Source: an optimization exercise on an open RTL-to-GDS flow (aim: small area and a short achievable clock period). Production flows keep margins and buffers that such runs may drop.
RTL that was checked went through simulation tests only; none was proved equivalent to the original.
Power is estimated from default activity; no workload was simulated.

// prog_mem_ctrl
module prog_mem_ctrl (
    input  logic        clk,
    input  logic        rst,
    input  logic        load_start,
    input  logic        load_valid,
    input  logic [7:0]  load_byte,
    output logic        load_ready,
    input  logic        load_end,
    output logic [8:0]  load_count,
    input  logic        fetch_req,
    input  logic [15:0] fetch_addr,
    output logic        fetch_ready,
    output logic        fetch_valid,
    output logic [15:0] fetch_inst,
    output logic        fetch_err
);
clock: 7.0 ns
lec_check: 0
cap_margin: 20
core_margin: 2
core_utilization: 45
setup_slack_margin: 4.0
slew_margin: 20
synth_hierarchical: 1
standard.sh (not shown) runs the stock make flow with config.mk's settings and CLKGATE_MAP_FILE= SYNTH_SCRIPT=/design/flow/synth_recipe.tcl, a recipe that flattens the netlist after the stock synthesis.
==> flow/flow/run.sh <==
#!/bin/bash
# Layout flow: the standard ORFS flow (standard.sh) with two changes:
#  - clock tree synthesis without dummy loads, clusters of at most 16 sinks
#    within 50 um, clkbuf_8 buffers;
#  - the reset input and the fetch response outputs placed as one pin group
#    (flow/io.tcl), since reset acts on those outputs within the cycle.
# Each tool's output goes to its ORFS log under orfs/logs/; make's own output
# goes to make_finish.log in the work folder.
set -euo pipefail
cd "$(dirname "$0")/.."
CTS="-sink_clustering_enable -repair_clock_nets -dont_use_dummy_load"
CTS="$CTS -sink_clustering_size 16 -sink_clustering_max_diameter 50"
CTS="$CTS -buf_list sky130_fd_sc_hd__clkbuf_8"
bash standard.sh "CTS_ARGS=$CTS" "IO_CONSTRAINTS=$PWD/flow/io.tcl" finish > make_finish.log 2>&1
==> flow/flow/io.tcl <==
# Keep the reset input and the fetch response outputs next to each other.
set_io_pin_constraint -group -order -pin_names {rst fetch_valid fetch_err fetch_inst[0] fetch_inst[1] fetch_inst[2] fetch_inst[3] fetch_inst[4] fetch_inst[5] fetch_inst[6] fetch_inst[7] fetch_inst[8] fetch_inst[9] fetch_inst[10] fetch_inst[11] fetch_inst[12] fetch_inst[13] fetch_inst[14] fetch_inst[15]}
Edit:
- CORE_UTILIZATION: 45 -> 55
Total power hardly moves.
Routed wire length climbs by about 1.7%.
Final cell count drops by about 3.3%.
Via count climbs by 1.5%.
Clock skew drops by 0.027 ns.
Sequential cell count stays the same.
Design area climbs by 0.42%.
Global-route usage climbs by 8.2 points.
Setup slack loses 0.088 ns.
Die area drops by about 18%.

========
prog_mem_ctrl, a different RTL version from the one above (not shown whole).
Size in the first run: roughly 6,600 cells after synthesis, ~2,100 flip-flops, ~59 I/O pins, about 0.068 mm^2 of cells after synthesis.
==> flow/config.mk <==
export PLATFORM = sky130hd
export DESIGN_NAME = prog_mem_ctrl
export DESIGN_NICKNAME = prog_mem_ctrl
export VERILOG_FILES = /design/flow/design.v
export SDC_FILE = /design/flow/constraint.sdc
export NUM_CORES = 4
export LEC_CHECK = 0
export CAP_MARGIN = 20
export CORE_MARGIN = 2
export CORE_UTILIZATION = 55
export SETUP_SLACK_MARGIN = 3.85
export SLEW_MARGIN = 20
export SYNTH_HIERARCHICAL = 1
==> flow/constraint.sdc <==
create_clock -name core_clock -period 7.0 [get_ports {clk}]
set_input_delay 1.4000 -clock core_clock [delete_from_list [all_inputs] [get_ports {clk}]]
set_output_delay 1.4000 -clock core_clock [all_outputs]
set_load 0.01 [all_outputs]
Scripts as last shown in full above: flow/flow/run.sh, flow/flow/io.tcl
The baseline produced a clean layout.
Next try:
==> flow/flow/io.tcl (replaced) <==
# Keep the fetch address inputs, the reset input and the fetch response
# outputs next to each other.
set_io_pin_constraint -group -order -pin_names {fetch_addr[0] fetch_addr[1] fetch_addr[2] fetch_addr[3] fetch_addr[4] fetch_addr[5] fetch_addr[6] fetch_addr[7] fetch_addr[8] fetch_addr[9] fetch_addr[10] fetch_addr[11] fetch_addr[12] fetch_addr[13] fetch_addr[14] fetch_addr[15] rst fetch_valid fetch_err fetch_inst[0] fetch_inst[1] fetch_inst[2] fetch_inst[3] fetch_inst[4] fetch_inst[5] fetch_inst[6] fetch_inst[7] fetch_inst[8] fetch_inst[9] fetch_inst[10] fetch_inst[11] fetch_inst[12] fetch_inst[13] fetch_inst[14] fetch_inst[15]}
--- a/flow/config.mk
+++ b/flow/config.mk
@@ -11 +11 @@
-export SETUP_SLACK_MARGIN = 3.85
+export SETUP_SLACK_MARGIN = 4.0
Effect: The changed run passed the timing, DRC and antenna checks; wire length fell by 0.75%; cell count is about the same; sequential share of layout area came out lower by 0.25 points; count of clock-buffer cells in the layout rises by 4.
Next try:
==> flow/flow/io.tcl (replaced) <==
# Keep the reset input and the fetch response outputs next to each other.
set_io_pin_constraint -group -order -pin_names {rst fetch_valid fetch_err fetch_inst[0] fetch_inst[1] fetch_inst[2] fetch_inst[3] fetch_inst[4] fetch_inst[5] fetch_inst[6] fetch_inst[7] fetch_inst[8] fetch_inst[9] fetch_inst[10] fetch_inst[11] fetch_inst[12] fetch_inst[13] fetch_inst[14] fetch_inst[15]}
--- a/flow/config.mk
+++ b/flow/config.mk
@@ -10 +10 @@
-export CORE_UTILIZATION = 55
+export CORE_UTILIZATION = 45
- wire length is about the same
- clock skew climbs by 0.026 ns
- synthesized area does not change
- fmax climbs by 3.5%
- non-clock buffer count climbs by 60
Next try:
--- a/flow/config.mk
+++ b/flow/config.mk
@@ -10 +10 @@
-export CORE_UTILIZATION = 45
+export CORE_UTILIZATION = 65
Effect: The changed run ran to the end with no violations. Setup slack gains 0.030 ns. Clock-buffer cell count fell by 16. Hold slack loses 0.038 ns. Synthesized area does not change. Utilization rose by 22 points. Global-route usage rose by 12 points.
Next try:
--- a/flow/config.mk
+++ b/flow/config.mk
@@ -8,0 +9 @@
+export CORE_ASPECT_RATIO = 0.5
@@ -10 +11 @@
-export CORE_UTILIZATION = 65
+export CORE_UTILIZATION = 55
Area after synthesis stays the same.
First-iteration DRC count drops by a few percent.
Cell area climbs slightly.
Routed wire length grows by a little under a tenth.
Sequential share of layout area falls by 0.86 points.
Clock power shrinks by a few percent.
Worst setup slack is worse by 0.033 ns.
Combinational power is higher by a few percent.
Count of clock-buffer cells in the layout came out lower by 13.
Next try:
--- a/flow/config.mk
+++ b/flow/config.mk
@@ -9 +8,0 @@
-export CORE_ASPECT_RATIO = 0.5
@@ -12 +11 @@
-export SETUP_SLACK_MARGIN = 4.0
+export SETUP_SLACK_MARGIN = 4.2
The new run finished clean.
Final cell count grows by 1.8%.
Non-clock buffer count grows by 113.
Design area grows by 5.5%.
Via count is about the same.
Total power grows by 2.1%.
Wire length hardly moves.
Clock power grows by 6.1%.
Utilization grows by 3.4 points.

========
Another version of the RTL of prog_mem_ctrl (not shown whole).
Size: ~2,100 flip-flops, ~59 I/O pins, about 81,000 um2 of cells after synthesis.
clock: 7.0 ns
lec_check: 0
cap_margin: 20
core_margin: 2
core_utilization: 40
setup_slack_margin: 3.8
slew_margin: 20
run.sh (not shown) runs the stock make flow with config.mk's settings and CLKGATE_MAP_FILE= SYNTH_SCRIPT=/design/flow/synth_recipe.tcl, a recipe that flattens the netlist after the stock synthesis.
Stock flow here: none of the scripts above is used.
The baseline went through all stages and came out clean.
Next try:
- SETUP_SLACK_MARGIN: 3.8 -> 3.0
Effect: Synthesized area does not change. Final area fell by a few percent. Maximum frequency drops by a few percent. First-iteration DRC count fell by a little under a tenth. Power goes down slightly. Worst hold slack improved by 0.0061 ns.
Next try:
- SETUP_SLACK_MARGIN: 3.0 -> 0.4
What happened: The new run passed the timing, DRC and antenna checks; synthesized area is unchanged; clock-buffer cell count is unchanged; critical path depth decreases by 4; combinational power is about the same; power stays flat; routed wire length is lower slightly; final area is about the same; global-route usage barely changes; setup slack degrades by 1.3 ns.

========
prog_mem_ctrl, a different RTL version from the one above (not shown whole).
Size in the first run: roughly 4200 cells after synthesis, roughly 2100 flip-flops, ~82000 sq um of cells after synthesis.
Settings: LEC_CHECK=0, CAP_MARGIN=20, CORE_MARGIN=2, CORE_UTILIZATION=65, CTS_BUF_LIST=sky130_fd_sc_hd__clkbuf_4 sky130_fd_sc_hd__clkbuf_8, SETUP_SLACK_MARGIN=4.0, SLEW_MARGIN=20; clock period 7.0 ns.
The starting point completed with no timing, DRC or antenna violations.
Change:
CORE_UTILIZATION = 40   (was 65)
CTS_BUF_LIST = default   (was sky130_fd_sc_hd__clkbuf_4 sky130_fd_sc_hd__clkbuf_8)
Outcome: Routed wire length increases by roughly a tenth. Global-route usage falls by 12 points. Via count is unchanged. Power increases by a few percent. Clock skew goes up by 0.050 ns. Die area climbs by well over a third.
No functional check of the RTL was part of any run of this note.

========
== try-yarrow ==
prog_mem_ctrl, a different RTL version from the one above (not shown whole).
For scale: roughly 6100 cells after synthesis.
export LEC_CHECK = 0
export CAP_MARGIN = 20
export CORE_MARGIN = 2
export CORE_UTILIZATION = 45
export SETUP_SLACK_MARGIN = 4.0
export SLEW_MARGIN = 20
export SYNTH_HIERARCHICAL = 1
create_clock -name core_clock -period 7.0 [get_ports {clk}]
standard.sh (not shown) runs the stock make flow with config.mk's settings and CLKGATE_MAP_FILE= SYNTH_SCRIPT=/design/flow/synth_recipe.tcl, a recipe that flattens the netlist after the stock synthesis.
==> flow/flow/run.sh <==
#!/bin/bash
# Layout flow: the standard ORFS flow, with clock tree synthesis run
# without dummy loads and with larger sink clusters. Each tool's output
# goes to the ORFS logs under orfs/logs/; make's own output to make_finish.log.
set -euo pipefail
cd "$(dirname "$0")/.."
CTS="-sink_clustering_enable -repair_clock_nets -dont_use_dummy_load"
CTS="$CTS -sink_clustering_size 16 -sink_clustering_max_diameter 50"
CTS="$CTS -buf_list sky130_fd_sc_hd__clkbuf_8"
bash standard.sh "CTS_ARGS=$CTS" finish > make_finish.log 2>&1
try-yarrow did not stop at any stage, and its layout met the timing, DRC and antenna checks.
### try-yarrow -> try-cedar
==> flow/flow/run.sh <==
#!/bin/bash
# Layout flow: the standard ORFS flow (standard.sh) with two changes:
#  - clock tree synthesis without dummy loads, clusters of at most 16 sinks
#    within 50 um, clkbuf_8 buffers;
#  - the reset input and the fetch response outputs placed as one pin group
#    (flow/io.tcl), since reset acts on those outputs within the cycle.
# Each tool's output goes to its ORFS log under orfs/logs/; make's own output
# goes to make_finish.log in the work folder.
set -euo pipefail
cd "$(dirname "$0")/.."
CTS="-sink_clustering_enable -repair_clock_nets -dont_use_dummy_load"
CTS="$CTS -sink_clustering_size 16 -sink_clustering_max_diameter 50"
CTS="$CTS -buf_list sky130_fd_sc_hd__clkbuf_8"
bash standard.sh "CTS_ARGS=$CTS" "IO_CONSTRAINTS=$PWD/flow/io.tcl" finish > make_finish.log 2>&1
==> flow/flow/io.tcl (new file) <==
# Keep the reset input and the fetch response outputs next to each other.
set_io_pin_constraint -group -order -pin_names {rst fetch_valid fetch_err fetch_inst[0] fetch_inst[1] fetch_inst[2] fetch_inst[3] fetch_inst[4] fetch_inst[5] fetch_inst[6] fetch_inst[7] fetch_inst[8] fetch_inst[9] fetch_inst[10] fetch_inst[11] fetch_inst[12] fetch_inst[13] fetch_inst[14] fetch_inst[15]}
[summary]
Going from try-yarrow to try-cedar, minimum hold slack +9.7 ps; cell area power density ~0 delta.
fetch_addr[4] as the start point of the critical path was reported by try-yarrow, and rst by try-cedar.
As far as area of combinational cells with multiple inputs is concerned, try-cedar and try-yarrow perform about the same.
For try-raven, these inputs were changed with respect to try-cedar:
- swapping 4.0 for 3.7 in SETUP_SLACK_MARGIN
## What came out
Timing, DRC, antenna: 0 failures across try-raven and try-cedar
The pre-CTS setup slack in try-raven was higher than what try-cedar gave.
Diff try-raven..try-cedar | via count | negligible
Clock skew in try-raven is 33 ps higher than in try-cedar
Share of the final layout cell area in multi-input gates came out lower on try-raven than on try-cedar.
Lower actual slew at the worst max-slew pin among try-raven and try-cedar: try-raven
Number of nets at the end of the flow for try-raven: 25 down relative to try-cedar
Diff try-raven..try-cedar | area after synthesis | unchanged
Comparing final cycle utilization of the critical path for try-raven and try-cedar, the smaller number came from try-cedar.
Of try-raven and try-cedar, the lower power share of the clock group belongs to try-cedar.
Changes observed in try-raven relative to try-cedar: average instance area after synthesis neither gained nor lost much; headroom to the max-slew limit picked up an extra 1.8 points.

port drivers added, routing unchanged:
In the flow no input, the clock included, has a driving cell. The finished layouts below were timed again as built, in two steps.
Step 1 (the two cells are an assumption about what drives the block):
set clk [get_ports {clk}]
set_driving_cell -lib_cell sky130_fd_sc_hd__clkbuf_16 $clk
set_driving_cell -lib_cell sky130_fd_sc_hd__buf_2 [delete_from_list [all_inputs] $clk]
Step 2 times the ports against the registers' clock, not the clock port: input delays grow and output delays shrink by t, the midpoint of the rising clock arrivals with the driver on.
a / b / c = ideal / step 1 / step 2; a / b = the first two.
| run | t (ns) | setup slack, ns | latest minus earliest clock arrival (ns) |
|---|---|---|---|
| the first run of note 1 | 1.009 | 3.584 / 3.509 / 2.526 | 0.156 / 0.155 |
| the second run of note 1 | 1.008 | 3.495 / 3.436 / 2.557 | 0.092 / 0.092 |
| the first run of note 2 | 0.989 | 3.406 / 3.149 / 2.609 | 0.076 / 0.076 |
| the second run of note 2 | 0.996 | 3.286 / 3.200 / 2.845 | 0.078 / 0.078 |
| the third run of note 2 | 0.983 | 3.410 / 3.315 / 2.886 | 0.120 / 0.120 |
| the fourth run of note 2 | 0.978 | 3.440 / 3.205 / 2.844 | 0.069 / 0.069 |
| the fifth run of note 2 | 0.949 | 3.407 / 3.348 / 2.496 | 0.120 / 0.119 |
| the sixth run of note 2 | 1.026 | 3.415 / 3.056 / 2.827 | 0.085 / 0.085 |
| the first run of note 3 | 0.919 | 3.187 / 3.127 / 2.888 | 0.036 / 0.037 |
| the second run of note 3 | 0.902 | 2.925 / 2.891 / 2.090 | 0.032 / 0.032 |
| the third run of note 3 | 0.901 | 1.590 / 1.565 / 1.565 | 0.033 / 0.034 |
| the first run of note 4 | 1.072 | 3.519 / 3.132 / 2.658 | 0.040 / 0.040 |
| the second run of note 4 | 0.906 | 3.331 / 3.201 / 2.626 | 0.081 / 0.081 |
| try-yarrow | 1.022 | 3.490 / 2.994 / 2.470 | 0.115 / 0.115 |
| try-cedar | 1.030 | 3.536 / 2.956 / 2.601 | 0.135 / 0.135 |
| try-raven | 0.982 | 3.382 / 3.296 / 2.494 | 0.182 / 0.181 |
After both steps every run listed still meets setup and hold. The setup slack of the first run of note 1, which loses most, moves by -0.075 ns with the drivers and by -1.058 ns with both steps.
